What follows belongs to an exercise in optimizing a design on an open flow for small area, a short achievable clock period and few clock cycles; a production flow would make more cautious choices. Function was checked by simulation only, so behaviour that the tests miss may differ from the original. Power figures rest on the tool's default switching activity, not on a simulated workload.

**flow/design.v**
```verilog
package mtsf_pkg;
  localparam int MaxTerms   = 8;
  localparam int MaxTermLen = 32;
  localparam int LenW     = $clog2(MaxTermLen + 1);
  localparam int TermIdxW = $clog2(MaxTerms);
  localparam int ByteW   = 8;
  localparam int IndexW  = 16;
  localparam logic [ByteW-1:0] SpaceChar = 8'h20;
  localparam logic [1:0] FuncClear  = 2'd0;
  localparam logic [1:0] FuncAppend = 2'd1;
  localparam logic [1:0] FuncRecord = 2'd2;
  localparam logic [1:0] FuncEnd    = 2'd3;
  localparam int CharsW = MaxTerms * MaxTermLen * ByteW;
  localparam int LensW  = MaxTerms * LenW;
endpackage
module mtsf_query (
  input  logic                          clk_i,
  input  logic                          rst_ni,
  input  logic                          valid_i,
  input  logic [1:0]                    func_i,
  input  logic [7:0]                    data_i,
  output logic [mtsf_pkg::CharsW-1:0]   chars_o,
  output logic [mtsf_pkg::LensW-1:0]    lens_o,
  output logic                          overflow_o
);
  localparam int ByteW = mtsf_pkg::ByteW;
  localparam int LenW  = mtsf_pkg::LenW;
  localparam int TL    = mtsf_pkg::MaxTermLen;
  logic [mtsf_pkg::CharsW-1:0]   chars_q;
  logic [mtsf_pkg::LensW-1:0]    lens_q;
  logic [mtsf_pkg::TermIdxW-1:0] cur_q;
  logic                          ovf_q;
  logic                          drop_q;
  logic                          clr, app, space, last_term, cur_full;
  logic [mtsf_pkg::MaxTerms-1:0] full;
  assign clr       = valid_i && (func_i == mtsf_pkg::FuncClear);
  assign app       = valid_i && (func_i == mtsf_pkg::FuncAppend);
  assign space     = (data_i == mtsf_pkg::SpaceChar);
  assign last_term = (cur_q == mtsf_pkg::TermIdxW'(mtsf_pkg::MaxTerms - 1));
  assign cur_full  = full[cur_q];
  always_ff @(posedge clk_i or negedge rst_ni) begin
    if (!rst_ni) begin
      cur_q  <= '0;
      ovf_q  <= 1'b0;
      drop_q <= 1'b0;
    end else if (clr) begin
      cur_q  <= '0;
      ovf_q  <= 1'b0;
      drop_q <= 1'b0;
    end else if (app) begin
      if (space) begin
        if (drop_q || last_term) begin
          drop_q <= 1'b1;
          ovf_q  <= 1'b1;
        end else begin
          cur_q <= cur_q + mtsf_pkg::TermIdxW'(1);
        end
      end else if (drop_q || cur_full) begin
        ovf_q <= 1'b1;
      end
    end
  end
  for (genvar t = 0; t < mtsf_pkg::MaxTerms; t++) begin : g_term
    logic shift;
    assign full[t] = lens_q[t*LenW + LenW - 1];
    assign shift   = app && !space && !drop_q && !full[t] &&
                     (cur_q == mtsf_pkg::TermIdxW'(t));
    always_ff @(posedge clk_i or negedge rst_ni) begin
      if (!rst_ni) begin
        lens_q[t*LenW +: LenW] <= '0;
      end else if (clr) begin
        lens_q[t*LenW +: LenW] <= '0;
      end else if (shift) begin
        lens_q[t*LenW +: LenW] <= lens_q[t*LenW +: LenW] + LenW'(1);
      end
    end
    always_ff @(posedge clk_i) begin
      if (shift) begin
        chars_q[t*TL*ByteW +: TL*ByteW] <=
          {chars_q[t*TL*ByteW +: (TL-1)*ByteW], data_i};
      end
    end
  end
  assign chars_o    = chars_q;
  assign lens_o     = lens_q;
  assign overflow_o = ovf_q;
endmodule
module mtsf_match (
  input  logic                          clk_i,
  input  logic                          valid_i,
  input  logic [1:0]                    func_i,
  input  logic [7:0]                    data_i,
  input  logic [mtsf_pkg::CharsW-1:0]   chars_i,
  input  logic [mtsf_pkg::LensW-1:0]    lens_i,
  output logic                          all_found_o
);
  localparam int ByteW = mtsf_pkg::ByteW;
  localparam int LenW  = mtsf_pkg::LenW;
  localparam int TL    = mtsf_pkg::MaxTermLen;
  logic                          rec;
  logic [mtsf_pkg::MaxTerms-1:0] term_ok;
  assign rec = (func_i == mtsf_pkg::FuncRecord);
  for (genvar t = 0; t < mtsf_pkg::MaxTerms; t++) begin : g_term
    logic [TL-1:0]   cmask, start, pm_q, pm_d;
    logic [TL:0]     pm_up;
    logic            seen_q;
    logic [LenW-1:0] len;
    assign len = lens_i[t*LenW +: LenW];
    for (genvar p = 0; p < TL; p++) begin : g_pos
      assign cmask[p] = (chars_i[(t*TL+p)*ByteW +: ByteW] == data_i);
      assign start[p] = (len <= LenW'(p + 1));
    end
    assign pm_up = {1'b1, pm_q};
    always_ff @(posedge clk_i) begin
      if (valid_i) begin
        if (rec) begin
          pm_q   <= (pm_up[TL:1] | start) & cmask;
          seen_q <= seen_q | pm_q[0];
        end else begin
          pm_q   <= '0;
          seen_q <= 1'b0;
        end
      end
    end
    assign term_ok[t] = seen_q || pm_q[0] || (len == '0);
  end
  assign all_found_o = &term_ok;
endmodule
module multi_term_substring_filter_top (
  input  logic        clk_i,
  input  logic        rst_ni,
  input  logic        s_axis_tvalid,
  output logic        s_axis_tready,
  input  logic [7:0]  s_axis_tdata,    
  input  logic [1:0]  s_axis_tuser,    
  output logic        m_axis_tvalid,
  input  logic        m_axis_tready,
  output logic [23:0] m_axis_tdata     
);
  logic                        rdy_q;
  logic                        in_valid_q;
  logic [1:0]                  in_func_q;
  logic [mtsf_pkg::ByteW-1:0]  in_data_q;
  logic                        out_valid_q, out_valid_d;
  logic [1:0]                  out_res_q, out_res_d;
  logic                        skid_valid_q, skid_valid_d;
  logic [1:0]                  skid_res_q, skid_res_d;
  logic [mtsf_pkg::IndexW-1:0] idx_q;
  logic                        take, push, pop, take_end;
  logic [1:0]                  res;
  logic [mtsf_pkg::CharsW-1:0] chars;
  logic [mtsf_pkg::LensW-1:0]  lens;
  logic                        overflow;
  logic                        all_found;
  assign take     = s_axis_tvalid && rdy_q;
  assign take_end = take && (s_axis_tuser == mtsf_pkg::FuncEnd);
  assign push     = in_valid_q && (in_func_q == mtsf_pkg::FuncEnd);
  assign pop      = out_valid_q && m_axis_tready;
  assign res      = {overflow, all_found};
  always_comb begin
    out_valid_d  = out_valid_q;
    out_res_d    = out_res_q;
    skid_valid_d = skid_valid_q;
    skid_res_d   = skid_res_q;
    if (pop) begin
      out_valid_d  = skid_valid_q;
      out_res_d    = skid_res_q;
      skid_valid_d = 1'b0;
    end
    if (push) begin
      if (!out_valid_d) begin
        out_valid_d = 1'b1;
        out_res_d   = res;
      end else begin
        skid_valid_d = 1'b1;
        skid_res_d   = res;
      end
    end
  end
  always_ff @(posedge clk_i or negedge rst_ni) begin
    if (!rst_ni) begin
      rdy_q        <= 1'b1;
      in_valid_q   <= 1'b0;
      out_valid_q  <= 1'b0;
      skid_valid_q <= 1'b0;
      idx_q        <= '0;
    end else begin
      rdy_q        <= !out_valid_d || (!skid_valid_d && !take_end);
      in_valid_q   <= take;
      out_valid_q  <= out_valid_d;
      skid_valid_q <= skid_valid_d;
      if (pop) begin
        idx_q <= idx_q + mtsf_pkg::IndexW'(1);
      end
    end
  end
  always_ff @(posedge clk_i) begin
    in_func_q  <= s_axis_tuser;
    in_data_q  <= s_axis_tdata;
    out_res_q  <= out_res_d;
    skid_res_q <= skid_res_d;
  end
  mtsf_query u_query (
    .clk_i      (clk_i),
    .rst_ni     (rst_ni),
    .valid_i    (in_valid_q),
    .func_i     (in_func_q),
    .data_i     (in_data_q),
    .chars_o    (chars),
    .lens_o     (lens),
    .overflow_o (overflow)
  );
  mtsf_match u_match (
    .clk_i       (clk_i),
    .valid_i     (in_valid_q),
    .func_i      (in_func_q),
    .data_i      (in_data_q),
    .chars_i     (chars),
    .lens_i      (lens),
    .all_found_o (all_found)
  );
  assign s_axis_tready = rdy_q;
  assign m_axis_tvalid = out_valid_q;
  assign m_axis_tdata  = {6'd0, out_res_q, idx_q};
endmodule
```
**flow/run.sh**
```bash
#!/bin/bash
# synth_recipe.tcl (not shown) runs the flow's synth.tcl, then flattens the netlist and writes it again
# the make line also repeats each setting of config.mk as NAME=value (left out here)
make -C /OpenROAD-flow-scripts/flow DESIGN_CONFIG=/design/flow/config.mk WORK_HOME=/design/flow/orfs CLKGATE_MAP_FILE= SYNTH_SCRIPT=/design/flow/synth_recipe.tcl finish
```
**flow/config.mk**
```make
export PLATFORM = sky130hd
export DESIGN_NAME = multi_term_substring_filter_top
export DESIGN_NICKNAME = multi_term_substring_filter_top
export VERILOG_FILES = /design/flow/design.v
export SDC_FILE = /design/flow/constraint.sdc
export NUM_CORES = 4
export LEC_CHECK = 0
export CAP_MARGIN = 20
export CORE_MARGIN = 2
export CORE_UTILIZATION = 40
export SLEW_MARGIN = 20
```
**flow/constraint.sdc**
```tcl
create_clock -name core_clock -period 6.0 [get_ports {clk_i}]
set_input_delay 1.2000 -clock core_clock [delete_from_list [all_inputs] [get_ports {clk_i}]]
set_output_delay 1.2000 -clock core_clock [all_outputs]
set_load 0.01 [all_outputs]
```
==> impl_metrics.env, run 1 <==
export IMPL_status="finished clean"
export IMPL_yosysMostFrequentCell="edfxtp_1"
export IMPL_cts_hold_buf=0
export IMPL_drc=0
export IMPL_clkLatencyLatePin_ns=0.89
export IMPL_detailed_place_hpwl_mm=125
export IMPL_post_cts_buffers=0
export IMPL_power_frac_clock=0.414
export IMPL_cts_root_buf="clkbuf_16"
export IMPL_swShare=0.224
export IMPL_start_kind="register"
export IMPL_drive_above_1_share=0.0705
export IMPL_dieArea_um2=257000
export IMPL_cts_htree_levels=4
export IMPL_first_global_vias=53799
export IMPL_leakage_nw=35.2
export IMPL_grt_ovfl_total=0
export IMPL_syn_to_final_growth_pct=11.4
export IMPL_fmax_mhz=269
export IMPL_synth_edf_count=2314
export IMPL_syn_inst=6390
export IMPL_seq_area_frac_synth=0.707
export IMPL_slew_headroom=0.266
export IMPL_r2r_end="u_match.g_term[5].pm_q[21]"
export IMPL_syn_avg_cell_area_um2=15.8
export IMPL_hold_violations=0
export IMPL_cp_max_fo=59
export IMPL_rr_worst_depth=3
export IMPL_die_x_um=507
export IMPL_ios=40
export IMPL_wirelength_mm=214
export IMPL_min_period_ns=3.72
export IMPL_rrSetupSlack_ns=2.28
export IMPL_clock_sinks=2399
export IMPL_startpoint="in_valid_q"
export IMPL_clk_pin_slew_worst_paths_ns=0.07
export IMPL_via_count=51829
export IMPL_r2r_start="in_valid_q"
export IMPL_synth_top_area_frac=0.686
export IMPL_nFillCells=21689
export IMPL_coreArea_um2=252000
export IMPL_grt_util_all_layers=0.165
export IMPL_rsz0062_at_grt="false"
export IMPL_p_per_area_nw_per_um2=313
export IMPL_firstDrtPassIters=6
export IMPL_ys_ff_latch=2399
export IMPL_grt_first_pass_wirelength_mm=329
export IMPL_grt_max_degree=178
export IMPL_p_sw_mw=7.90
export IMPL_vias_per_cell=5.21
export IMPL_portBuffers=33
export IMPL_post_cts_resized=0
export IMPL_path_class="reg2reg"
export IMPL_synthTopCellsByArea="edfxtp_1 (69%), xnor2_1 (9.5%), xor2_1 (8.3%), nor4_1 (2.5%), dfrtp_1 (1.8%)"
export IMPL_tightest_slew_ns=1.10
export IMPL_rows=184
export IMPL_cts_buffers=236
export IMPL_peakVddDrop_uv=292
export IMPL_cts_buffer_depth=3
export IMPL_dp_slack_ns=2.18
export IMPL_worst_slack_ns=2.28
export IMPL_antenna_found_initial=6
export IMPL_synth_area_leader_cell="edfxtp_1"
export IMPL_drt_iter0_drc=4811
export IMPL_worstSetupEndpoint="u_match.g_term[5].pm_q[21]"
export IMPL_gp_congestion=0.769
export IMPL_arrival_ns=4.19
export IMPL_synthFlopType="edfxtp_1"
export IMPL_p_seq_frac=0.537
export IMPL_fin_nets=6456
export IMPL_end_kind="register"
export IMPL_cts_tree="done"
export IMPL_skew_ns=0.0530
export IMPL_power_internal_mw=27.4
export IMPL_finalCritPeriodShare=0.620
export IMPL_worst_ep_required_time_ns=6.48
export IMPL_report_final_slew_viol_count=0
export IMPL_min_path_type="reg2reg"
export IMPL_drv_cap=0
export IMPL_routedWlPerCell_um=21.5
export IMPL_synth_commonest_cells="edfxtp_1 (2314), xnor2_1 (1095), xor2_1 (963), nor4_1 (405), nand4_1 (237)"
export IMPL_syn_area_um2=101000
export IMPL_ys_warn_count=3
export IMPL_combPwrFrac=0.050
export IMPL_die_h_um=507
export IMPL_start_util=0.402
export IMPL_fin_util=0.448
export IMPL_antenna_left=0
export IMPL_setup_violations=0
export IMPL_ys_types=72
export IMPL_setup_tns_final_ns=0
export IMPL_async_flop_share=0.0304
## placed cells by master (no fill, tap or decap), types with 49 or more instances in the layout
| master | n |
|---|---|
| a21oi_1 | 170 |
| nand4_1 | 237 |
| clkbuf_1 | 59 |
| edfxtp_1 | 2314 |
| nor4_1 | 405 |
| xnor2_1 | 1095 |
| nor2_1 | 108 |
| buf_4 | 63 |
| clkinv_1 | 55 |
| o21ai_0 | 63 |
| clkbuf_16 | 236 |
| clkinv_2 | 49 |
| nand2_1 | 70 |
| dfrtp_1 | 71 |
| xor2_1 | 963 |
| o2111ai_1 | 101 |
## routing by layer
| metal | track usage | routed length, µm | up-vias |
|---|---|---|---|
| met4 | 0.0427 | 4580 | 4 |
| met2 | 0.263 | 101000 | 1174 |
| met1 | 0.235 | 98600 | 26575 |
| li1 | - | - | 23749 |
| met3 | 0.0262 | 10000 | 327 |
| met5 | 0 | 27 | - |
## layout make-up
| class | instances | area, µm² | share of cell area |
|---|---|---|---|
| flip-flops and latches | 2399 | 71600 | 0.635 |
| multi-input cells | 3593 | 27900 | 0.248 |
| clock buffers | 299 | 6180 | 0.0548 |
| well taps | 3348 | 4190 | 0.0372 |
| clock inverters | 144 | 1360 | 0.0121 |
| repair buffers | 120 | 1290 | 0.0115 |
| inverters | 51 | 214 | 0.00190 |
| diodes | 1 | 2.50 | 0.0000222 |
## worst max-delay path, stage by stage (launching register included)
cell and delay (ns):
dfrtp_4 0.75, buf_4 0.73, buf_4 0.93, buf_4 0.85
## registers in the layout (all words and copies together), names as in the netlist
name                   flops
out_valid_q                1
idx_q                     16
skid_res_q                 2
u_match.g_term.pm_q      256
u_query.ovf_q              1
u_query.cur_q              3
in_func_q                  2
out_res_q                  2
in_data_q                  8
u_query.lens_q            48
rdy_q                      1
u_query.chars_q         2048
u_match.g_term.seen_q      8
in_valid_q                 1
u_query.drop_q             1
skid_valid_q               1
## through the flow
step	hold WS, ns	instance area (µm²)	total power [mW]	instances
after floorplan	0.426	101000	20.4	6395
after global placement	0.450	105000	21.0	9511
after detailed placement	0.454	105000	21.1	9511
after CTS	0.402	113000	35.6	9954
after global routing	0.446	113000	36.4	9955
final	0.425	113000	35.3	9955
## how the worst min path moves through the flow
stage	to	startpoint	slack, ns	cells after the start
after detailed placement	u_query.chars_q[1910]	u_query.chars_q[1902]	0.45	0
after global routing	idx_q[7]	rst_ni	0.45	1
after global placement	u_query.chars_q[264]	u_query.chars_q[256]	0.45	0
final	u_query.chars_q[1557]	u_query.chars_q[1549]	0.42	0
after CTS	idx_q[3]	rst_ni	0.40	1
after floorplan	u_query.chars_q[1085]	u_query.chars_q[1077]	0.43	0
## cells by family after synthesis
family	synth area share
AOI/OAI and AO/OA	0.0314
and+or+nand+nor	0.0581
other	0.0000370
buffers and inverters	0.0180
xor gates and xnor gates	0.178
adders and majority gates	0.00507
DFF	0.707
muxes	0.00255
## power groups by stage
| stage | clock [mW] | sequential, mW | combinational [mW] |
|---|---|---|---|
| 2_1_floorplan | 0 | 19.3 | 1.15 |
| 3_3_place_gp | 0 | 19.3 | 1.75 |
| 3_5_place_dp | 0 | 19.3 | 1.78 |
| 4_1_cts | 14.9 | 18.9 | 1.78 |
| 5_1_grt | 15.5 | 19.0 | 1.91 |
| 6_report | 14.6 | 18.9 | 1.76 |
Testbench counts, summed over its fixed seeds: cycles 52,612.
==> run 2, diff against run 1 <==
--- a/flow/config.mk
+++ b/flow/config.mk
@@ -9,3 +9,4 @@
 export CORE_MARGIN = 2
-export CORE_UTILIZATION = 40
+export CORE_UTILIZATION = 55
+export SETUP_SLACK_MARGIN = 3.4
 export SLEW_MARGIN = 20
==> impl_metrics.env, run 2 <==
export IMPL_grt_ovfl_total=0
export IMPL_layout_cells_most_common="edfxtp_1"
export IMPL_synthTopCellsByArea="edfxtp_1 (69%), xnor2_1 (9.5%), xor2_1 (8.3%), nor4_1 (2.5%), dfrtp_1 (1.8%)"
export IMPL_dieArea_um2=188000
export IMPL_path_class="reg2out"
export IMPL_setup_violations=0
export IMPL_report_final_slew_viol_count=0
export IMPL_synth_commonest_cells="edfxtp_1 (2314), xnor2_1 (1095), xor2_1 (963), nor4_1 (405), nand4_1 (237)"
export IMPL_peakVddDrop_uv=267
export IMPL_start_util=0.553
export IMPL_cts_tree="done"
export IMPL_routedWlPerCell_um=25.0
export IMPL_worst_ep_required_time_ns=4.80
export IMPL_path_cells="buf_6"
export IMPL_cts_hold_buf=0
export IMPL_grt_max_degree=138
export IMPL_synth_xor_area_share=0.178
export IMPL_detailed_place_hpwl_mm=122
export IMPL_slew_headroom=0.281
export IMPL_die_x_um=433
export IMPL_synth_fa_ha_area_frac=0.00507
export IMPL_seq_area_frac_synth=0.707
export IMPL_ys_ff_latch=2399
export IMPL_coreArea_um2=183000
export IMPL_clk_pin_slew_worst_paths_ns=0.06
export IMPL_largestRegisters="u_query.chars_q (2048), u_match.g_term.pm_q (256), u_query.lens_q (48)"
export IMPL_syn_area_um2=101000
export IMPL_gp_congestion=0.769
export IMPL_yosys_area_share_simple=0.0581
export IMPL_clkLatencyLatePin_ns=0.87
export IMPL_status="finished clean"
export IMPL_portBuffers=33
export IMPL_drv_cap=0
export IMPL_arrival_ns=1.50
export IMPL_die_h_um=433
export IMPL_yosysMostFrequentCell="edfxtp_1"
export IMPL_drt_iter0_drc=5066
export IMPL_synth_top_family_by_area="XOR/XNOR gates"
export IMPL_async_flop_share=0.0304
export IMPL_min_path_type="in2async"
export IMPL_clock_sinks=2399
export IMPL_stdcell_count=9157
export IMPL_synthMuxAreaShare=0.00255
export IMPL_via_count=52867
export IMPL_final_cell_mix="edfxtp_1 (2314), xnor2_1 (1095), xor2_1 (963)"
export IMPL_syn_to_final_growth_pct=12.0
export IMPL_cp_slowest_cell="dfstp_2"
export IMPL_syn_avg_cell_area_um2=15.8
export IMPL_vias_per_cell=5.77
export IMPL_drive_above_1_share=0.0876
export IMPL_syn_inst=6390
export IMPL_synth_top_area_frac=0.686
export IMPL_synth_edf_count=2314
export IMPL_rr_worst_depth=4
export IMPL_cts_buffers=241
export IMPL_drc=0
export IMPL_r2r_start="u_query.lens_q[33]"
export IMPL_ys_types=72
export IMPL_end_kind="output pin"
export IMPL_post_place_cells=8623
export IMPL_firstDrtPassIters=5
export IMPL_fmax_mhz=370
export IMPL_cts_root_buf="clkbuf_16"
export IMPL_synth_area_leader_cell="edfxtp_1"
export IMPL_leakage_nw=36.1
export IMPL_rows=157
export IMPL_ys_warn_count=3
export IMPL_start_kind="register"
export IMPL_antenna_found_initial=7
export IMPL_min_period_ns=2.70
export IMPL_rsz0062_at_grt="true"
export IMPL_synthFlopType="edfxtp_1"
export IMPL_top_register="u_query.chars_q"
export IMPL_cp_num_buf_inv=1
export IMPL_tightest_slew_ns=1.08
export IMPL_grt_util_all_layers=0.241
export IMPL_synth_compound_area_frac=0.0314
export IMPL_skew_ns=0.0217
export IMPL_fin_nets=6535
export IMPL_first_global_vias=54658
export IMPL_cp_max_fo=2
export IMPL_antenna_left=0
export IMPL_largest_reg_flops=2048
export IMPL_wirelength_mm=229
export IMPL_max_stage_delay_ns=0.54
export IMPL_p_per_area_nw_per_um2=313
export IMPL_r2r_end="u_match.g_term[5].pm_q[4]"
export IMPL_worstSetupPathDepth=1
export IMPL_ios=40
export IMPL_cpLargestDelayFamily="flip-flops"
export IMPL_cts_buffer_depth=3
export IMPL_grt_first_pass_wirelength_mm=339
export IMPL_rrSetupSlack_ns=3.45
export IMPL_hold_violations=0
export IMPL_power_mw=35.6
export IMPL_cts_htree_levels=4
export IMPL_finalCritPeriodShare=0.450
run 2: cell types whose count changed in the layout (fill, tap and decap cells not counted), sizes merged, moves of 4 or more:
cell / change
clkbuf: +14
buf: +68
clkdlybuf4s50: -20
bufbuf: +13
inv: +4
run 2: how the worst max path moves through the flow:
| stage | start | endpoint | slack (ns) |
|---|---|---|---|
| finish | rdy_q | s_axis_tready | 3.30 |
| global route | rdy_q | s_axis_tready | 3.24 |
| CTS | rdy_q | s_axis_tready | 3.23 |
| detailed placement | in_valid_q | u_query.chars_q[328] | 2.30 |
| global placement | u_query.lens_q[33] | skid_res_q[0] | 2.14 |
| floorplan | in_valid_q | u_query.lens_q[4] | -6.02 |
run 2: per-stage QoR:
| step | cell area [µm²] | hold WS [ns] | utilization | setup TNS, ns | setup slack (ns) |
|---|---|---|---|---|---|
| 3_5_place_dp | 104000 | 0.454 | 0.569 | 0 | 2.30 |
| 3_3_place_gp | 104000 | 0.450 | 0.569 | 0 | 2.14 |
| 4_1_cts | 113000 | 0.322 | 0.617 | 0 | 3.23 |
| 5_1_grt | 113000 | 0.358 | 0.619 | 0 | 3.24 |
| 6_report | 113000 | 0.364 | 0.619 | 0 | 3.30 |
| 2_1_floorplan | 101000 | 0.426 | - | -7456.45 | -6.02 |
run 2: metal layers:
layer  global-route usage  wire length (µm)  vias to the layer above
met3               0.0384             12500                      301
li1                     -                 -                    23950
met1                0.354            105000                    27265
met2                0.377            108000                     1351
met4               0.0621              4450                        0
met5                    0                 0                        -
run 2: logic make-up (layout without fill, tap and decap cells):
group           after synthesis  in the layout
buf+inv                     403            696
simple gates               1004           1005
fa+ha+maj                    41             41
xor+xnor                   2058           2058
mux                          23             23
other cells                   1             10
compound gates              461            461
flops                      2399           2399
run 2: timing repair:
item	CTS	global route
pin swaps	5	1
cloned	20	7
resized for setup	163	38
buffers inserted	46	5
endpoints found under the setup margin	2329	395
run 2: area by class of cell:
type                    count  area, µm²
diodes                      4       10.0
clock buffers             305       6410
clock inverters           147       1190
fillers                 13535      69700
inverters                  51        254
multi-input cells        3594      28100
flip-flops and latches   2399      71600
well taps                2464       3080
repair buffers            189       2770
repair inverters            4       35.0
run 2: where the power goes:
part / leakage (nW) / internal [mW] / switching, mW
Combinational: 10.1 / 0.720 / 1.30
Clock: 3.75 / 8.28 / 6.40
Sequential: 22.2 / 18.6 / 0.220
Total: 36.1 / 27.6 / 7.92
==> run 3, diff against run 2 <==
--- a/flow/design.v
+++ b/flow/design.v
@@ -18,4 +18,5 @@
   input  logic                          rst_ni,
-  input  logic                          valid_i,
-  input  logic [1:0]                    func_i,
+  input  logic                          clr_i,      
+  input  logic                          app_sp_i,   
+  input  logic                          app_ch_i,   
   input  logic [7:0]                    data_i,
@@ -28,41 +29,30 @@
   localparam int TL    = mtsf_pkg::MaxTermLen;
-  logic [mtsf_pkg::CharsW-1:0]   chars_q;
-  logic [mtsf_pkg::LensW-1:0]    lens_q;
-  logic [mtsf_pkg::TermIdxW-1:0] cur_q;
-  logic                          ovf_q;
-  logic                          drop_q;
-  logic                          clr, app, space, last_term, cur_full;
-  logic [mtsf_pkg::MaxTerms-1:0] full;
-  assign clr       = valid_i && (func_i == mtsf_pkg::FuncClear);
-  assign app       = valid_i && (func_i == mtsf_pkg::FuncAppend);
-  assign space     = (data_i == mtsf_pkg::SpaceChar);
-  assign last_term = (cur_q == mtsf_pkg::TermIdxW'(mtsf_pkg::MaxTerms - 1));
-  assign cur_full  = full[cur_q];
+  localparam int NT    = mtsf_pkg::MaxTerms;
+  logic [mtsf_pkg::CharsW-1:0] chars_q;
+  logic [mtsf_pkg::LensW-1:0]  lens_q;
+  logic [NT-1:0]               sel_q;
+  logic                        ovf_q;
+  logic [NT-1:0]               full;
   always_ff @(posedge clk_i or negedge rst_ni) begin
     if (!rst_ni) begin
-      cur_q  <= '0;
-      ovf_q  <= 1'b0;
-      drop_q <= 1'b0;
-    end else if (clr) begin
-      cur_q  <= '0;
-      ovf_q  <= 1'b0;
-      drop_q <= 1'b0;
-    end else if (app) begin
-      if (space) begin
-        if (drop_q || last_term) begin
-          drop_q <= 1'b1;
-          ovf_q  <= 1'b1;
-        end else begin
-          cur_q <= cur_q + mtsf_pkg::TermIdxW'(1);
-        end
-      end else if (drop_q || cur_full) begin
+      sel_q <= NT'(1);
+      ovf_q <= 1'b0;
+    end else if (clr_i) begin
+      sel_q <= NT'(1);
+      ovf_q <= 1'b0;
+    end else if (app_sp_i) begin
+      sel_q <= {sel_q[NT-2:0], 1'b0};
+      if (sel_q[NT-1] || (sel_q == '0)) begin
         ovf_q <= 1'b1;
       end
-    end
-  end
-  for (genvar t = 0; t < mtsf_pkg::MaxTerms; t++) begin : g_term
+    end else if (app_ch_i) begin
+      if ((sel_q == '0) || ((sel_q & full) != '0)) begin
+        ovf_q <= 1'b1;
+      end
+    end
+  end
+  for (genvar t = 0; t < NT; t++) begin : g_term
     logic shift;
     assign full[t] = lens_q[t*LenW + LenW - 1];
-    assign shift   = app && !space && !drop_q && !full[t] &&
-                     (cur_q == mtsf_pkg::TermIdxW'(t));
+    assign shift   = app_ch_i && sel_q[t] && !full[t];
     always_ff @(posedge clk_i or negedge rst_ni) begin
@@ -70,3 +60,3 @@
         lens_q[t*LenW +: LenW] <= '0;
-      end else if (clr) begin
+      end else if (clr_i) begin
         lens_q[t*LenW +: LenW] <= '0;
@@ -89,4 +79,4 @@
   input  logic                          clk_i,
-  input  logic                          valid_i,
-  input  logic [1:0]                    func_i,
+  input  logic                          valid_i,    
+  input  logic                          rec_i,      
   input  logic [7:0]                    data_i,
@@ -99,7 +89,5 @@
   localparam int TL    = mtsf_pkg::MaxTermLen;
-  logic                          rec;
   logic [mtsf_pkg::MaxTerms-1:0] term_ok;
-  assign rec = (func_i == mtsf_pkg::FuncRecord);
   for (genvar t = 0; t < mtsf_pkg::MaxTerms; t++) begin : g_term
-    logic [TL-1:0]   cmask, start, pm_q, pm_d;
+    logic [TL-1:0]   cmask, start, pm_q;
     logic [TL:0]     pm_up;
@@ -115,9 +103,4 @@
       if (valid_i) begin
-        if (rec) begin
-          pm_q   <= (pm_up[TL:1] | start) & cmask;
-          seen_q <= seen_q | pm_q[0];
-        end else begin
-          pm_q   <= '0;
-          seen_q <= 1'b0;
-        end
+        pm_q   <= (pm_up[TL:1] | start) & cmask & {TL{rec_i}};
+        seen_q <= (seen_q | pm_q[0]) & rec_i;
       end
@@ -141,3 +124,3 @@
   logic                        in_valid_q;
-  logic [1:0]                  in_func_q;
+  logic                        in_rec_q, in_end_q, in_clr_q, in_app_sp_q, in_app_ch_q;
   logic [mtsf_pkg::ByteW-1:0]  in_data_q;
@@ -156,3 +139,3 @@
   assign take_end = take && (s_axis_tuser == mtsf_pkg::FuncEnd);
-  assign push     = in_valid_q && (in_func_q == mtsf_pkg::FuncEnd);
+  assign push     = in_end_q;
   assign pop      = out_valid_q && m_axis_tready;
@@ -183,2 +166,7 @@
       in_valid_q   <= 1'b0;
+      in_rec_q     <= 1'b0;
+      in_end_q     <= 1'b0;
+      in_clr_q     <= 1'b0;
+      in_app_sp_q  <= 1'b0;
+      in_app_ch_q  <= 1'b0;
       out_valid_q  <= 1'b0;
@@ -189,2 +177,9 @@
       in_valid_q   <= take;
+      in_rec_q     <= take && (s_axis_tuser == mtsf_pkg::FuncRecord);
+      in_end_q     <= take_end;
+      in_clr_q     <= take && (s_axis_tuser == mtsf_pkg::FuncClear);
+      in_app_sp_q  <= take && (s_axis_tuser == mtsf_pkg::FuncAppend) &&
+                      (s_axis_tdata == mtsf_pkg::SpaceChar);
+      in_app_ch_q  <= take && (s_axis_tuser == mtsf_pkg::FuncAppend) &&
+                      (s_axis_tdata != mtsf_pkg::SpaceChar);
       out_valid_q  <= out_valid_d;
@@ -197,3 +192,2 @@
   always_ff @(posedge clk_i) begin
-    in_func_q  <= s_axis_tuser;
     in_data_q  <= s_axis_tdata;
@@ -205,4 +199,5 @@
     .rst_ni     (rst_ni),
-    .valid_i    (in_valid_q),
-    .func_i     (in_func_q),
+    .clr_i      (in_clr_q),
+    .app_sp_i   (in_app_sp_q),
+    .app_ch_i   (in_app_ch_q),
     .data_i     (in_data_q),
@@ -215,3 +210,3 @@
     .valid_i     (in_valid_q),
-    .func_i      (in_func_q),
+    .rec_i       (in_rec_q),
     .data_i      (in_data_q),
==> impl_metrics.env, run 3 <==
export IMPL_status="finished clean"
export IMPL_syn_avg_cell_area_um2=15.7
export IMPL_ios=40
export IMPL_coreArea_um2=185000
export IMPL_post_place_cells=8748
export IMPL_syn_to_final_growth_pct=11.3
export IMPL_synth_area_leader_cell="edfxtp_1"
export IMPL_seq_area_frac_synth=0.704
export IMPL_fmax_mhz=365
export IMPL_rr_worst_depth=5
export IMPL_power_frac_clock=0.434
export IMPL_r2r_start="in_data_q[0]"
export IMPL_portBuffers=33
export IMPL_finalCritPeriodShare=0.457
export IMPL_start_kind="register"
export IMPL_fin_area_um2=113000
export IMPL_clkLatencyLatePin_ns=0.90
export IMPL_skew_ns=0.0362
export IMPL_min_path_type="in2async"
export IMPL_first_global_vias=54073
export IMPL_detailed_place_hpwl_mm=120
export IMPL_synth_compound_area_frac=0.0292
export IMPL_report_final_slew_viol_count=0
export IMPL_gp_congestion=0.788
export IMPL_wirelength_mm=214
export IMPL_peakVddDrop_uv=277
export IMPL_antenna_left=0
export IMPL_drc=0
export IMPL_combPwrFrac=0.046
export IMPL_slew_headroom=0.295
export IMPL_routedWlPerCell_um=23.1
export IMPL_syn_area_um2=102000
export IMPL_firstDrtPassIters=6
export IMPL_drt_iter0_drc=4521
export IMPL_start_util=0.552
export IMPL_die_h_um=435
export IMPL_cts_htree_levels=5
export IMPL_yosys_area_share_simple=0.0600
export IMPL_max_stage_delay_ns=0.54
export IMPL_min_period_ns=2.74
export IMPL_ys_warn_count=3
export IMPL_grt_max_degree=148
export IMPL_synth_xor_area_share=0.180
export IMPL_synth_fa_ha_area_frac=0.00405
export IMPL_arrival_ns=1.54
export IMPL_setup_violations=0
export IMPL_synth_edf_count=2314
export IMPL_synth_commonest_cells="edfxtp_1 (2314), xor2_1 (1093), xnor2_1 (997), nor4_1 (286), nand3_1 (235)"
export IMPL_path_class="reg2out"
export IMPL_p_per_area_nw_per_um2=315
export IMPL_synthTopCellsByArea="edfxtp_1 (68%), xor2_1 (9.4%), xnor2_1 (8.6%), dfrtp_1 (2.0%), nor4_1 (1.8%)"
export IMPL_drive_above_1_share=0.0830
export IMPL_synthFlopType="edfxtp_1"
export IMPL_largest_reg_flops=2048
export IMPL_rsz0062_at_grt="true"
export IMPL_worst_ep_required_time_ns=4.80
export IMPL_leakage_nw=36.5
export IMPL_ys_ff_latch=2406
export IMPL_r2r_end="u_match.g_term[2].pm_q[29]"
export IMPL_rrSetupSlack_ns=3.42
export IMPL_path_cells="buf_6"
export IMPL_cp_slowest_cell="dfstp_2"
export IMPL_yosysMostFrequentCell="edfxtp_1"
export IMPL_cts_tree="done"
export IMPL_cts_root_buf="clkbuf_16"
export IMPL_stdcell_count=9265
export IMPL_setup_tns_final_ns=0
export IMPL_worst_slack_ns=3.26
export IMPL_cp_max_fo=2
export IMPL_grt_util_all_layers=0.227
export IMPL_clk_pin_slew_worst_paths_ns=0.06
export IMPL_synth_top_area_frac=0.682
export IMPL_p_seq_frac=0.521
export IMPL_via_count=52149
export IMPL_die_x_um=435
export IMPL_cts_hold_buf=0
export IMPL_dp_slack_ns=2.85
export IMPL_cts_buffers=277
export IMPL_swShare=0.211
export IMPL_layout_cells_most_common="edfxtp_1"
export IMPL_clock_sinks=2406
export IMPL_ys_types=56
export IMPL_grt_ovfl_total=0
export IMPL_grt_first_pass_wirelength_mm=327
export IMPL_p_sw_mw=7.55
export IMPL_antenna_found_initial=7
export IMPL_syn_inst=6485
export IMPL_final_cell_mix="edfxtp_1 (2314), xor2_1 (1093), xnor2_1 (997)"
export IMPL_cpLargestDelayFamily="flip-flops"
export IMPL_largestRegisters="u_query.chars_q (2048), u_match.g_term.pm_q (256), u_query.lens_q (48)"
export IMPL_end_kind="output pin"
export IMPL_top_register="u_query.chars_q"
export IMPL_drv_cap=0
export IMPL_cts_buffer_depth=4
export IMPL_dieArea_um2=189000
export IMPL_hold_violations=0
export IMPL_tightest_slew_ns=1.06
export IMPL_async_flop_share=0.0341
export IMPL_dpl_cell_area_um2=105000
export IMPL_rows=158
export IMPL_vias_per_cell=5.63
export IMPL_synthMuxAreaShare=0.000994
export IMPL_hold_ws_ns=0.211
export IMPL_cp_num_buf_inv=1
export IMPL_synth_top_family_by_area="XOR/XNOR gates"
export IMPL_fin_nets=6656
export IMPL_power_internal_mw=28.2
## run 3: timing repair
item,4_1_cts,5_1_grt
gates resized for setup,100,18
endpoints found under the setup margin,1256,705
setup buffers,28,22
endpoints found under the hold margin,0,0
pin swaps,4,3
gates cloned,10,1
## run 3: how the worst max path moves through the flow
stage | endpoint | cells after the start | from
2_1_floorplan | u_query.lens_q[46] | 5 | in_app_ch_q
3_3_place_gp | u_query.lens_q[31] | 5 | in_app_ch_q
3_5_place_dp | u_query.lens_q[31] | 5 | in_app_ch_q
4_1_cts | s_axis_tready | 1 | rdy_q
5_1_grt | s_axis_tready | 1 | rdy_q
6_report | s_axis_tready | 1 | rdy_q
## run 3: power by group through the flow
stage / clock network, mW / logic, mW / registers (mW)
after global placement: 0 / 1.50 / 19.0
after floorplan: 0 / 1.11 / 18.9
after global routing: 16.5 / 1.78 / 18.6
final: 15.5 / 1.63 / 18.6
after detailed placement: 0 / 1.51 / 19.0
after CTS: 15.8 / 1.62 / 18.6
## run 3: stage by stage
stage / util / power (mW)
detailed placement: 0.566 / 20.5
finish: 0.614 / 35.7
floorplan: - / 20.0
global placement: 0.566 / 20.5
CTS: 0.612 / 36.0
global route: 0.614 / 36.8
## run 3: layout make-up
class	instances	area, µm²
flip-flops and latches	2406	71800
fillers	13805	71400
multi-input cells	3693	28100
clock buffers	364	7480
well taps	2480	3100
repair buffers	171	2140
clock inverters	88	634
inverters	60	229
diodes	3	7.51
## run 3: metal layers
layer	track usage	up-vias	part of all wire	routed length, µm
met4	0.0581	6	0.020	4340
met5	0	-	0.00022	47
li1	-	24006	-	-
met1	0.336	26732	0.47	99400
met2	0.357	1062	0.47	100000
met3	0.0336	343	0.045	9520
## run 3: kinds of logic (layout without fill, tap and decap cells)
group | Yosys count | count (layout)
AO/OA/AOI/OAI | 433 | 433
XOR/XNOR | 2090 | 2090
adder cells (fa/ha/maj) | 33 | 33
buffers and inverters | 398 | 683
flip-flops | 2406 | 2406
multiplexers | 10 | 10
other | 1 | 9
AND/OR/NAND/NOR | 1114 | 1121
Testbench counts of run 3, summed over its fixed seeds: cycles 52,612.
==> run 4, diff against run 3 <==
--- a/flow/design.v
+++ b/flow/design.v
@@ -21,2 +21,3 @@
   input  logic                          app_ch_i,   
+  input  logic                          nxt_ch_i,   
   input  logic [7:0]                    data_i,
@@ -35,2 +36,12 @@
   logic [NT-1:0]               full;
+  logic [NT-1:0]               sel_d;
+  logic [NT-1:0]               shift_q;
+  always_comb begin
+    sel_d = sel_q;
+    if (clr_i) begin
+      sel_d = NT'(1);
+    end else if (app_sp_i) begin
+      sel_d = {sel_q[NT-2:0], 1'b0};
+    end
+  end
   always_ff @(posedge clk_i or negedge rst_ni) begin
@@ -54,5 +65,13 @@
   for (genvar t = 0; t < NT; t++) begin : g_term
-    logic shift;
+    logic full_d;
     assign full[t] = lens_q[t*LenW + LenW - 1];
-    assign shift   = app_ch_i && sel_q[t] && !full[t];
+    assign full_d  = !clr_i && (full[t] ||
+                     (shift_q[t] && (lens_q[t*LenW +: LenW] == LenW'(TL - 1))));
+    always_ff @(posedge clk_i or negedge rst_ni) begin
+      if (!rst_ni) begin
+        shift_q[t] <= 1'b0;
+      end else begin
+        shift_q[t] <= nxt_ch_i && sel_d[t] && !full_d;
+      end
+    end
     always_ff @(posedge clk_i or negedge rst_ni) begin
@@ -62,3 +81,3 @@
         lens_q[t*LenW +: LenW] <= '0;
-      end else if (shift) begin
+      end else if (shift_q[t]) begin
         lens_q[t*LenW +: LenW] <= lens_q[t*LenW +: LenW] + LenW'(1);
@@ -67,3 +86,3 @@
     always_ff @(posedge clk_i) begin
-      if (shift) begin
+      if (shift_q[t]) begin
         chars_q[t*TL*ByteW +: TL*ByteW] <=
@@ -122,3 +141,2 @@
 );
-  logic                        rdy_q;
   logic                        in_valid_q;
@@ -130,4 +148,7 @@
   logic [1:0]                  skid_res_q, skid_res_d;
-  logic [mtsf_pkg::IndexW-1:0] idx_q;
-  logic                        take, push, pop, take_end;
+  logic [mtsf_pkg::IndexW-1:0] idx_q, idx_d;
+  logic                        rdy_d, rdy_q;
+  logic                        tvalid_q, tready_q;
+  logic [mtsf_pkg::IndexW-1:0] tidx_q;
+  logic                        take, push, pop, take_end, take_ch;
   logic [1:0]                  res;
@@ -139,2 +160,4 @@
   assign take_end = take && (s_axis_tuser == mtsf_pkg::FuncEnd);
+  assign take_ch  = take && (s_axis_tuser == mtsf_pkg::FuncAppend) &&
+                    (s_axis_tdata != mtsf_pkg::SpaceChar);
   assign push     = in_end_q;
@@ -162,5 +185,13 @@
   end
+  assign rdy_d = !out_valid_d || (!skid_valid_d && !take_end);
+  assign idx_d = pop ? idx_q + mtsf_pkg::IndexW'(1) : idx_q;
   always_ff @(posedge clk_i or negedge rst_ni) begin
     if (!rst_ni) begin
-      rdy_q        <= 1'b1;
+      rdy_q <= 1'b1;
+    end else begin
+      rdy_q <= rdy_d;
+    end
+  end
+  always_ff @(posedge clk_i or negedge rst_ni) begin
+    if (!rst_ni) begin
       in_valid_q   <= 1'b0;
@@ -175,3 +206,2 @@
     end else begin
-      rdy_q        <= !out_valid_d || (!skid_valid_d && !take_end);
       in_valid_q   <= take;
@@ -182,9 +212,6 @@
                       (s_axis_tdata == mtsf_pkg::SpaceChar);
-      in_app_ch_q  <= take && (s_axis_tuser == mtsf_pkg::FuncAppend) &&
-                      (s_axis_tdata != mtsf_pkg::SpaceChar);
+      in_app_ch_q  <= take_ch;
       out_valid_q  <= out_valid_d;
       skid_valid_q <= skid_valid_d;
-      if (pop) begin
-        idx_q <= idx_q + mtsf_pkg::IndexW'(1);
-      end
+      idx_q        <= idx_d;
     end
@@ -195,2 +222,5 @@
     skid_res_q <= skid_res_d;
+    tvalid_q   <= out_valid_d;
+    tready_q   <= rdy_d;
+    tidx_q     <= idx_d;
   end
@@ -202,2 +232,3 @@
     .app_ch_i   (in_app_ch_q),
+    .nxt_ch_i   (take_ch),
     .data_i     (in_data_q),
@@ -216,5 +247,5 @@
   );
-  assign s_axis_tready = rdy_q;
-  assign m_axis_tvalid = out_valid_q;
-  assign m_axis_tdata  = {6'd0, out_res_q, idx_q};
+  assign s_axis_tready = tready_q;
+  assign m_axis_tvalid = tvalid_q;
+  assign m_axis_tdata  = {6'd0, out_res_q, tidx_q};
 endmodule
--- a/flow/config.mk
+++ b/flow/config.mk
@@ -9,4 +9,6 @@
 export CORE_MARGIN = 2
-export CORE_UTILIZATION = 55
-export SETUP_SLACK_MARGIN = 3.4
+export CORE_UTILIZATION = 65
+export CTS_CLUSTER_DIAMETER = 150
+export CTS_CLUSTER_SIZE = 20
+export SETUP_SLACK_MARGIN = 3.6
 export SLEW_MARGIN = 20
==> impl_metrics.env, run 4 <==
export IMPL_status="finished clean"
export IMPL_fmax_mhz=413
export IMPL_cts_hold_buf=0
export IMPL_drt_iter0_drc=5285
export IMPL_largestRegisters="u_query.chars_q (2048), u_match.g_term.pm_q (256), u_query.lens_q (48)"
export IMPL_dieArea_um2=161000
export IMPL_synth_edf_count=2314
export IMPL_yosysMostFrequentCell="edfxtp_1"
export IMPL_hold_violations=0
export IMPL_antenna_found_initial=1
export IMPL_seq_area_frac_synth=0.704
export IMPL_power_frac_clock=0.328
export IMPL_arrival_ns=1.22
export IMPL_finalCritPeriodShare=0.403
export IMPL_cts_tree="done"
export IMPL_cts_buffers=139
export IMPL_dpl_cell_area_um2=105000
export IMPL_rsz0062_at_grt="true"
export IMPL_firstDrtPassIters=6
export IMPL_cp_slowest_cell="dfxtp_1"
export IMPL_grt_util_all_layers=0.258
export IMPL_synth_top_area_frac=0.677
export IMPL_grt_first_pass_wirelength_mm=318
export IMPL_cts_htree_levels=4
export IMPL_cts_buffer_depth=3
export IMPL_coreArea_um2=157000
export IMPL_start_util=0.656
export IMPL_path_class="reg2out"
export IMPL_path_cells="buf_2"
export IMPL_leakage_nw=34.8
export IMPL_peakVddDrop_uv=327
export IMPL_final_cell_mix="edfxtp_1 (2314), xor2_1 (1093), xnor2_1 (1006)"
export IMPL_synth_area_leader_cell="edfxtp_1"
export IMPL_antenna_left=0
export IMPL_skew_ns=0.0233
export IMPL_synthFlopType="edfxtp_1"
export IMPL_rows=145
export IMPL_synthTopCellsByArea="edfxtp_1 (68%), xor2_1 (9.3%), xnor2_1 (8.6%), dfrtp_1 (2.1%), nor4_1 (1.7%)"
export IMPL_cts_root_buf="clkbuf_16"
export IMPL_async_flop_share=0.0370
export IMPL_first_global_vias=53385
export IMPL_vias_per_cell=6.05
export IMPL_p_seq_frac=0.619
export IMPL_drive_above_1_share=0.0609
export IMPL_via_count=52302
export IMPL_drc=0
export IMPL_synth_commonest_cells="edfxtp_1 (2314), xor2_1 (1093), xnor2_1 (1006), nor4_1 (281), nand3_1 (225)"
export IMPL_wirelength_mm=210
export IMPL_worst_slack_ns=3.58
export IMPL_report_final_slew_viol_count=0
export IMPL_ys_warn_count=3
export IMPL_swShare=0.215
export IMPL_cpLargestDelayFamily="flip-flops"
export IMPL_cp_num_buf_inv=1
export IMPL_cp_max_fo=1
export IMPL_syn_avg_cell_area_um2=15.8
export IMPL_tightest_slew_ns=1.07
export IMPL_end_kind="output pin"
export IMPL_p_sw_mw=6.50
export IMPL_clkLatencyLatePin_ns=0.79
export IMPL_slew_headroom=0.286
export IMPL_min_period_ns=2.42
export IMPL_syn_area_um2=103000
export IMPL_drv_cap=0
export IMPL_syn_inst=6516
export IMPL_routedWlPerCell_um=24.3
export IMPL_layout_cells_most_common="edfxtp_1"
export IMPL_setup_tns_final_ns=0
export IMPL_fin_area_um2=110000
export IMPL_start_kind="register"
export IMPL_dp_slack_ns=2.45
export IMPL_die_h_um=401
export IMPL_ys_types=59
export IMPL_worst_ep_required_time_ns=4.80
export IMPL_power_internal_mw=23.7
export IMPL_fin_nets=6528
export IMPL_setup_violations=0
export IMPL_die_x_um=401
export IMPL_combPwrFrac=0.053
export IMPL_largest_reg_flops=2048
export IMPL_max_stage_delay_ns=0.32
export IMPL_grt_max_degree=183
export IMPL_ys_ff_latch=2432
export IMPL_syn_to_final_growth_pct=6.94
export IMPL_detailed_place_hpwl_mm=117
export IMPL_ios=40
export IMPL_grt_ovfl_total=0
export IMPL_gp_congestion=0.785
export IMPL_p_per_area_nw_per_um2=275
export IMPL_min_path_type="in2async"
export IMPL_clock_sinks=2432
export IMPL_top_register="u_query.chars_q"
export IMPL_clk_pin_slew_worst_paths_ns=0.08
export IMPL_portBuffers=33
-- run 4: final cells by class --
class,count,area [µm²]
flip-flops and latches,2432,72400
fillers,10168,46800
multi-input cells,3683,28200
clock buffers,236,3970
well taps,2058,2570
repair buffers,161,2310
inverters,63,236
clock inverters,9,78.8
diodes,1,2.50
-- run 4: through the flow --
stage	utilization	hold slack (ns)	power, mW	std cells
after global routing	0.701	0.414	31.1	8642
after detailed placement	0.668	0.454	20.6	8343
after global placement	0.668	0.449	20.6	8343
after CTS	0.699	0.373	30.4	8615
final	0.701	0.429	30.2	8643
after floorplan	-	0.439	20.2	6521
-- run 4: repair_timing --
| item | 4_1_cts | 5_1_grt |
|---|---|---|
| cloned | 8 | 1 |
| endpoints found under the setup margin | 488 | 73 |
| pin swaps | 0 | 3 |
| hold endpoints to repair | 0 | 0 |
| resized for setup | 121 | 22 |
| buffers inserted | 19 | 26 |
-- run 4: cells by family after synthesis --
group / synth area share
DFF: 0.704
xor gates and xnor gates: 0.179
buffers and inverters: 0.0222
adders and majority gates: 0.00414
other: 0.0000365
muxes: 0.00177
and+or+nand+nor: 0.0594
AOI/OAI and AO/OA: 0.0293
-- run 4: power groups by stage --
stage	clock network (mW)	logic, mW	registers, mW
floorplan	0	1.07	19.1
global placement	0	1.43	19.1
detailed placement	0	1.46	19.1
CTS	10.1	1.58	18.7
global route	10.6	1.75	18.7
finish	9.90	1.62	18.7
-- run 4: worst paths after layout --
check | start | to | slack, ns | cells past startpoint
hold / removal | rst_ni | u_query.lens_q[9] | 0.43 | 1
max in group asynchronous | rst_ni | u_query.shift_q[2] | 4.24 | 2
setup reg to reg | in_data_q[1] | u_match.g_term[2].pm_q[6] | 3.70 | 5
min in group core_clock | u_query.chars_q[918] | u_query.chars_q[926] | 0.47 | 0
setup / recovery | tidx_q[3] | m_axis_tdata[3] | 3.58 | 1
hold reg to reg | u_query.chars_q[918] | u_query.chars_q[926] | 0.47 | 0
-- run 4: per-layer routing --
metal	up-vias	wire, µm	global-route usage
met3	290	12600	0.0454
met5	-	0	0
met4	0	5150	0.0711
li1	23715	-	-
met1	26872	92900	0.377
met2	1425	99400	0.405
Testbench counts of run 4, summed over its fixed seeds: cycles 52,612.
==> run 5, diff against run 4 <==
--- a/flow/config.mk
+++ b/flow/config.mk
@@ -10,4 +10,4 @@
 export CORE_UTILIZATION = 65
-export CTS_CLUSTER_DIAMETER = 150
-export CTS_CLUSTER_SIZE = 20
+export CTS_CLUSTER_DIAMETER = 200
+export CTS_CLUSTER_SIZE = 28
 export SETUP_SLACK_MARGIN = 3.6
==> impl_metrics.env, run 5 <==
export IMPL_status="finished clean"
export IMPL_finalCritPeriodShare=0.405
export IMPL_arrival_ns=3.04
export IMPL_final_cell_mix="edfxtp_1 (2314), xor2_1 (1093), xnor2_1 (1006)"
export IMPL_post_place_cells=8343
export IMPL_fin_util=0.692
export IMPL_cts_root_buf="clkbuf_16"
export IMPL_firstDrtPassIters=5
export IMPL_start_kind="input port"
export IMPL_clkLatencyLatePin_ns=0.74
export IMPL_seq_area_frac_synth=0.704
export IMPL_min_period_ns=2.43
export IMPL_first_global_vias=52850
export IMPL_antenna_cells=0
export IMPL_setup_violations=0
export IMPL_end_kind="register"
export IMPL_grt_util_all_layers=0.255
export IMPL_min_path_type="in2async"
export IMPL_fmax_mhz=412
export IMPL_dpl_cell_area_um2=105000
export IMPL_layout_cells_most_common="edfxtp_1"
export IMPL_leakage_nw=34.1
export IMPL_slew_headroom=0.281
export IMPL_async_flop_share=0.0370
export IMPL_gp_congestion=0.785
export IMPL_detailed_place_hpwl_mm=117
export IMPL_grt_max_degree=183
export IMPL_syn_to_final_growth_pct=5.56
export IMPL_hold_violations=0
export IMPL_fin_nets=6480
export IMPL_startpoint="s_axis_tuser[1]"
export IMPL_cts_tree="done"
export IMPL_dp_slack_ns=2.45
export IMPL_routedWlPerCell_um=24.3
export IMPL_skew_ns=0.0214
export IMPL_synthTopCellsByArea="edfxtp_1 (68%), xor2_1 (9.3%), xnor2_1 (8.6%), dfrtp_1 (2.1%), nor4_1 (1.7%)"
export IMPL_worst_ep_required_time_ns=6.61
export IMPL_synth_top_area_frac=0.677
export IMPL_fin_area_um2=108000
export IMPL_p_per_area_nw_per_um2=263
export IMPL_synthFlopType="edfxtp_1"
export IMPL_largest_reg_flops=2048
export IMPL_syn_avg_cell_area_um2=15.8
export IMPL_hold_ws_ns=0.454
export IMPL_cts_htree_levels=3
export IMPL_antenna_found_initial=1
export IMPL_coreArea_um2=157000
export IMPL_vias_per_cell=6.08
export IMPL_synth_commonest_cells="edfxtp_1 (2314), xor2_1 (1093), xnor2_1 (1006), nor4_1 (281), nand3_1 (225)"
export IMPL_start_util=0.656
export IMPL_cts_buffer_depth=3
export IMPL_die_x_um=401
export IMPL_r2r_start="u_query.lens_q[21]"
export IMPL_synth_edf_count=2314
export IMPL_rsz0062_at_grt="true"
export IMPL_synth_area_leader_cell="edfxtp_1"
export IMPL_peakVddDrop_uv=248
export IMPL_ys_warn_count=3
export IMPL_path_class="in2reg"
export IMPL_clk_pin_slew_worst_paths_ns=0.11
export IMPL_grt_ovfl_total=0
export IMPL_drc=0
export IMPL_ys_ff_latch=2432
export IMPL_ios=40
export IMPL_cts_hold_buf=0
export IMPL_wirelength_mm=208
export IMPL_cp_max_fo=4
export IMPL_die_h_um=401
export IMPL_setup_tns_final_ns=0
export IMPL_largestRegisters="u_query.chars_q (2048), u_match.g_term.pm_q (256), u_query.lens_q (48)"
export IMPL_syn_inst=6516
export IMPL_power_mw=28.5
export IMPL_antenna_left=0
export IMPL_grt_first_pass_wirelength_mm=316
export IMPL_report_final_slew_viol_count=0
export IMPL_portBuffers=33
export IMPL_top_register="u_query.chars_q"
export IMPL_ys_types=59
export IMPL_stdcell_count=8565
export IMPL_syn_area_um2=103000
export IMPL_clock_sinks=2432
export IMPL_drt_iter0_drc=5317
export IMPL_rows=145
export IMPL_dieArea_um2=161000
export IMPL_worst_slack_ns=3.57
export IMPL_drv_cap=0
export IMPL_via_count=52090
export IMPL_cts_buffers=96
export IMPL_yosysMostFrequentCell="edfxtp_1"
export IMPL_drive_above_1_share=0.0512
export IMPL_tightest_slew_ns=1.08
[run 5: cell types whose count changed in the layout (fill, tap and decap cells not counted), moves of 4 or more]
cell,delta
buf_4,-4
inv_6,-9
clkbuf_1,-16
clkbuf_16,-47
dfrtp_1,+6
dfrtp_2,-6
[run 5: kinds of logic (layout without fill, tap and decap cells)]
kind of cell / Yosys count / after routing / synth area share
DFF: 2432 / 2432 / 0.704
xor gates and xnor gates: 2099 / 2099 / 0.179
and+or+nand+nor: 1101 / 1101 / 0.0594
AOI/OAI and AO/OA: 425 / 425 / 0.0293
buffers and inverters: 406 / 392 / 0.0222
adders and majority gates: 34 / 34 / 0.00414
muxes: 18 / 18 / 0.00177
other: 1 / 6 / 0.0000365
[run 5: worst max-delay path, stage by stage]
cell,delay (ns)
clkdlybuf4s50_1,0.87
inv_1,0.20
nor2_4,0.29
nor2_1,0.10
o21ai_0,0.24
a22oi_1,0.13
[run 5: path summary, 6_finish.rpt]
kind,end,slack [ns],cells after the start
setup / recovery,tready_q,3.57,6
hold / removal,u_query.lens_q[9],0.45,1
setup reg to reg,skid_res_q[0],3.66,5
hold reg to reg,u_query.chars_q[294],0.47,0
max in group asynchronous,u_query.shift_q[2],4.21,2
min in group core_clock,u_query.chars_q[294],0.47,0
[run 5: area by class of cell]
| class | count | area (µm²) |
|---|---|---|
| sequential | 2432 | 72400 |
| tap | 2058 | 2570 |
| clock inverter | 1 | 30.0 |
| clock buffer | 172 | 2710 |
| inverter | 63 | 236 |
| fill | 10336 | 48200 |
| multi-input combinational | 3683 | 28200 |
| timing repair buffer | 156 | 2230 |
[run 5: timing repair]
action / CTS / global route
pin swaps: 1 / 1
hold endpoints to repair: 0 / 0
endpoints found under the setup margin: 491 / 59
resized for setup: 120 / 16
gates cloned: 6 / 2
setup buffers: 19 / 22
[run 5: where the power goes]
part	leakage, nW	switching [mW]	internal [mW]	total, mW
clock	1.30	4.99	3.15	8.14
sequential	22.6	0.149	18.6	18.7
combinational	10.2	1.00	0.607	1.61
[run 5: metal layers]
metal / vias to the layer above / GRT usage / part of all wire
met5: - / 0 / 0
met4: 0 / 0.0480 / 0.018
met3: 201 / 0.0297 / 0.053
met2: 1359 / 0.409 / 0.48
met1: 26982 / 0.385 / 0.45
li1: 23548 / - / -
==> run 6, diff against run 5 <==
--- a/flow/config.mk
+++ b/flow/config.mk
@@ -9,5 +9,5 @@
 export CORE_MARGIN = 2
-export CORE_UTILIZATION = 65
-export CTS_CLUSTER_DIAMETER = 200
-export CTS_CLUSTER_SIZE = 28
+export CORE_UTILIZATION = 70
+export CTS_CLUSTER_DIAMETER = 175
+export CTS_CLUSTER_SIZE = 24
 export SETUP_SLACK_MARGIN = 3.6
==> impl_metrics.env, run 6 <==
export IMPL_cts_tree="done"
export IMPL_cts_htree_levels=3
export IMPL_hold_ws_ns=0.449
export IMPL_vias_per_cell=6.17
export IMPL_p_per_area_nw_per_um2=267
export IMPL_wirelength_mm=206
export IMPL_seq_area_frac_synth=0.704
export IMPL_syn_area_um2=103000
export IMPL_cts_hold_buf=0
export IMPL_path_cells="clkbuf_2"
export IMPL_peakVddDrop_uv=284
export IMPL_grt_max_degree=177
export IMPL_die_x_um=387
export IMPL_rsz0062_at_grt="true"
export IMPL_synthFlopType="edfxtp_1"
export IMPL_clk_pin_slew_worst_paths_ns=0.09
export IMPL_synth_area_leader_cell="edfxtp_1"
export IMPL_setup_tns_final_ns=0
export IMPL_firstDrtPassIters=6
export IMPL_regArea_um2=72400
export IMPL_first_global_vias=53225
export IMPL_tightest_slew_ns=1.05
export IMPL_leakage_nw=34.3
export IMPL_slew_headroom=0.302
export IMPL_largest_reg_flops=2048
export IMPL_layout_cells_most_common="edfxtp_1"
export IMPL_cp_num_buf_inv=1
export IMPL_cp_slowest_cell="dfxtp_2"
export IMPL_start_kind="register"
export IMPL_antenna_found_initial=0
export IMPL_synth_edf_count=2314
export IMPL_synth_commonest_cells="edfxtp_1 (2314), xor2_1 (1093), xnor2_1 (1006), nor4_1 (281), nand3_1 (225)"
export IMPL_skew_ns=0.0289
export IMPL_syn_to_final_growth_pct=5.80
export IMPL_report_final_slew_viol_count=0
export IMPL_setup_violations=0
export IMPL_largestRegisters="u_query.chars_q (2048), u_match.g_term.pm_q (256), u_query.lens_q (48)"
export IMPL_arrival_ns=1.24
export IMPL_end_kind="output pin"
export IMPL_portBuffers=33
export IMPL_ys_ff_latch=2432
export IMPL_r2r_start="in_data_q[5]"
export IMPL_grt_util_all_layers=0.271
export IMPL_hold_violations=0
export IMPL_synth_top_area_frac=0.677
export IMPL_antenna_cells=0
export IMPL_rows=140
export IMPL_final_cell_mix="edfxtp_1 (2314), xor2_1 (1093), xnor2_1 (1006)"
export IMPL_ys_warn_count=3
export IMPL_cts_root_buf="clkbuf_16"
export IMPL_start_util=0.705
export IMPL_drv_cap=0
export IMPL_drive_above_1_share=0.0533
export IMPL_synthTopCellsByArea="edfxtp_1 (68%), xor2_1 (9.3%), xnor2_1 (8.6%), dfrtp_1 (2.1%), nor4_1 (1.7%)"
export IMPL_dp_slack_ns=2.66
export IMPL_coreArea_um2=146000
export IMPL_die_h_um=387
export IMPL_min_path_type="in2async"
export IMPL_worst_ep_required_time_ns=4.80
export IMPL_fin_nets=6496
export IMPL_via_count=52217
export IMPL_clock_sinks=2432
export IMPL_path_class="reg2out"
export IMPL_clkLatencyLatePin_ns=0.76
export IMPL_drc=0
export IMPL_syn_avg_cell_area_um2=15.8
export IMPL_drt_iter0_drc=5568
export IMPL_cts_buffers=111
export IMPL_startpoint="out_res_q[0]"
export IMPL_detailed_place_hpwl_mm=119
export IMPL_gp_congestion=0.823
export IMPL_antenna_left=0
export IMPL_worst_slack_ns=3.56
export IMPL_min_period_ns=2.44
export IMPL_routedWlPerCell_um=24.4
export IMPL_cp_max_fo=2
export IMPL_dieArea_um2=150000
export IMPL_ios=40
export IMPL_finalCritPeriodShare=0.407
export IMPL_max_stage_delay_ns=0.35
export IMPL_status="finished clean"
export IMPL_grt_first_pass_wirelength_mm=311
export IMPL_nFillCells=8725
export IMPL_yosysMostFrequentCell="edfxtp_1"
export IMPL_multi_input_area_um2=28200
export IMPL_async_flop_share=0.0370
export IMPL_cpLargestDelayFamily="flip-flops"
export IMPL_grt_ovfl_total=0
export IMPL_cts_buffer_depth=3
export IMPL_top_register="u_query.chars_q"
export IMPL_ys_types=59
export IMPL_syn_inst=6516
export IMPL_fmax_mhz=409
==> run 6: cell counts after synthesis <==
Identical to the previous run, type by type.
==> run 6: path summary, 6_finish.rpt <==
| kind | end | slack, ns | cells after the start |
|---|---|---|---|
| max | m_axis_tdata[16] | 3.56 | 1 |
| min | u_query.lens_q[40] | 0.45 | 1 |
| max reg2reg | u_match.g_term[0].pm_q[19] | 3.65 | 4 |
| min reg2reg | u_query.chars_q[945] | 0.46 | 0 |
| max in group asynchronous | u_query.shift_q[7] | 4.35 | 2 |
| min in group core_clock | u_query.chars_q[945] | 0.46 | 0 |
==> run 6: logic make-up (layout without fill, tap and decap cells) <==
logic type / count (synthesis) / after routing / synth area share
compound gates: 425 / 425 / 0.0293
xor+xnor: 2099 / 2099 / 0.179
other cells: 1 / 6 / 0.0000365
buf+inv: 406 / 427 / 0.0222
mux: 18 / 18 / 0.00177
simple gates: 1101 / 1101 / 0.0594
fa+ha+maj: 34 / 34 / 0.00414
flops: 2432 / 2432 / 0.704
==> run 6: area by class of cell <==
cell class / count / share of cell area
sequential: 2432 / 0.666
multi-input combinational: 3683 / 0.260
clock buffer: 206 / 0.0292
tap: 1917 / 0.0221
timing repair buffer: 157 / 0.0202
inverter: 63 / 0.00218
clock inverter: 1 / 0.000150
==> run 6: power by group <==
group,switching (mW),leakage [nW],internal (mW)
clock,5.06,1.51,3.60
combinational,0.982,10.2,0.603
sequential,0.165,22.6,18.6
total,6.20,34.3,22.8
==> run 6: what timing repair did <==
action                                  in CTS  in global routing
buffers inserted                            16                 28
pin swaps                                    0                  1
endpoints found under the setup margin     282                130
gates cloned                                 5                  2
resized for setup                          106                 39
==> run 6: metal layers <==
layer  up-vias  wire (µm)  GRT usage
met3       224      14200     0.0430
met4         0       3900     0.0646
met5         -          0          0
met1     26707      89400      0.401
li1      23603          -          -
met2      1683      98500      0.431
==> run 6: per-stage QoR <==
stage / utilization / instance area [µm²] / instances / power [mW]
after floorplan: - / 103000 / 6521 / 20.2
after global placement: 0.718 / 104000 / 8200 / 20.5
after CTS: 0.742 / 108000 / 8428 / 29.0
final: 0.746 / 109000 / 8459 / 29.0
after global routing: 0.746 / 109000 / 8459 / 29.8
after detailed placement: 0.718 / 104000 / 8200 / 20.6

what the ideal ports hide:
In the flow no input, the clock included, has a driving cell. The finished layouts below were timed again as built, in two steps.
Step 1 assumes that a clkbuf_16 drives the clock port and a buf_2 every other input.
Step 2 also shifts input and output timing later by t, the mid clock arrival at the registers, as if the neighbouring blocks saw the same clock.
Three values: ideal, step 1, step 2; two values: the first two.
| run | t, ns | slack for setup (ns) | worst register clock-pin slew, ns |
|---|---|---|---|
| run 1 | 0.957 | 2.282 / 2.282 / 2.282 | 0.07 / 0.07 |
| run 2 | 0.947 | 3.300 / 3.216 / 2.798 | 0.07 / 0.07 |
| run 3 | 0.973 | 3.257 / 3.173 / 2.999 | 0.06 / 0.06 |
| run 4 | 0.858 | 3.582 / 3.502 / 2.805 | 0.09 / 0.09 |
| run 5 | 0.813 | 3.571 / 3.535 / 2.782 | 0.12 / 0.12 |
| run 6 | 0.820 | 3.557 / 3.482 / 2.895 | 0.11 / 0.11 |
After both steps every run listed still meets setup and hold. For run 5, which loses most, drivers alone change the setup slack by -0.036 ns; drivers and shift together by -0.789 ns.
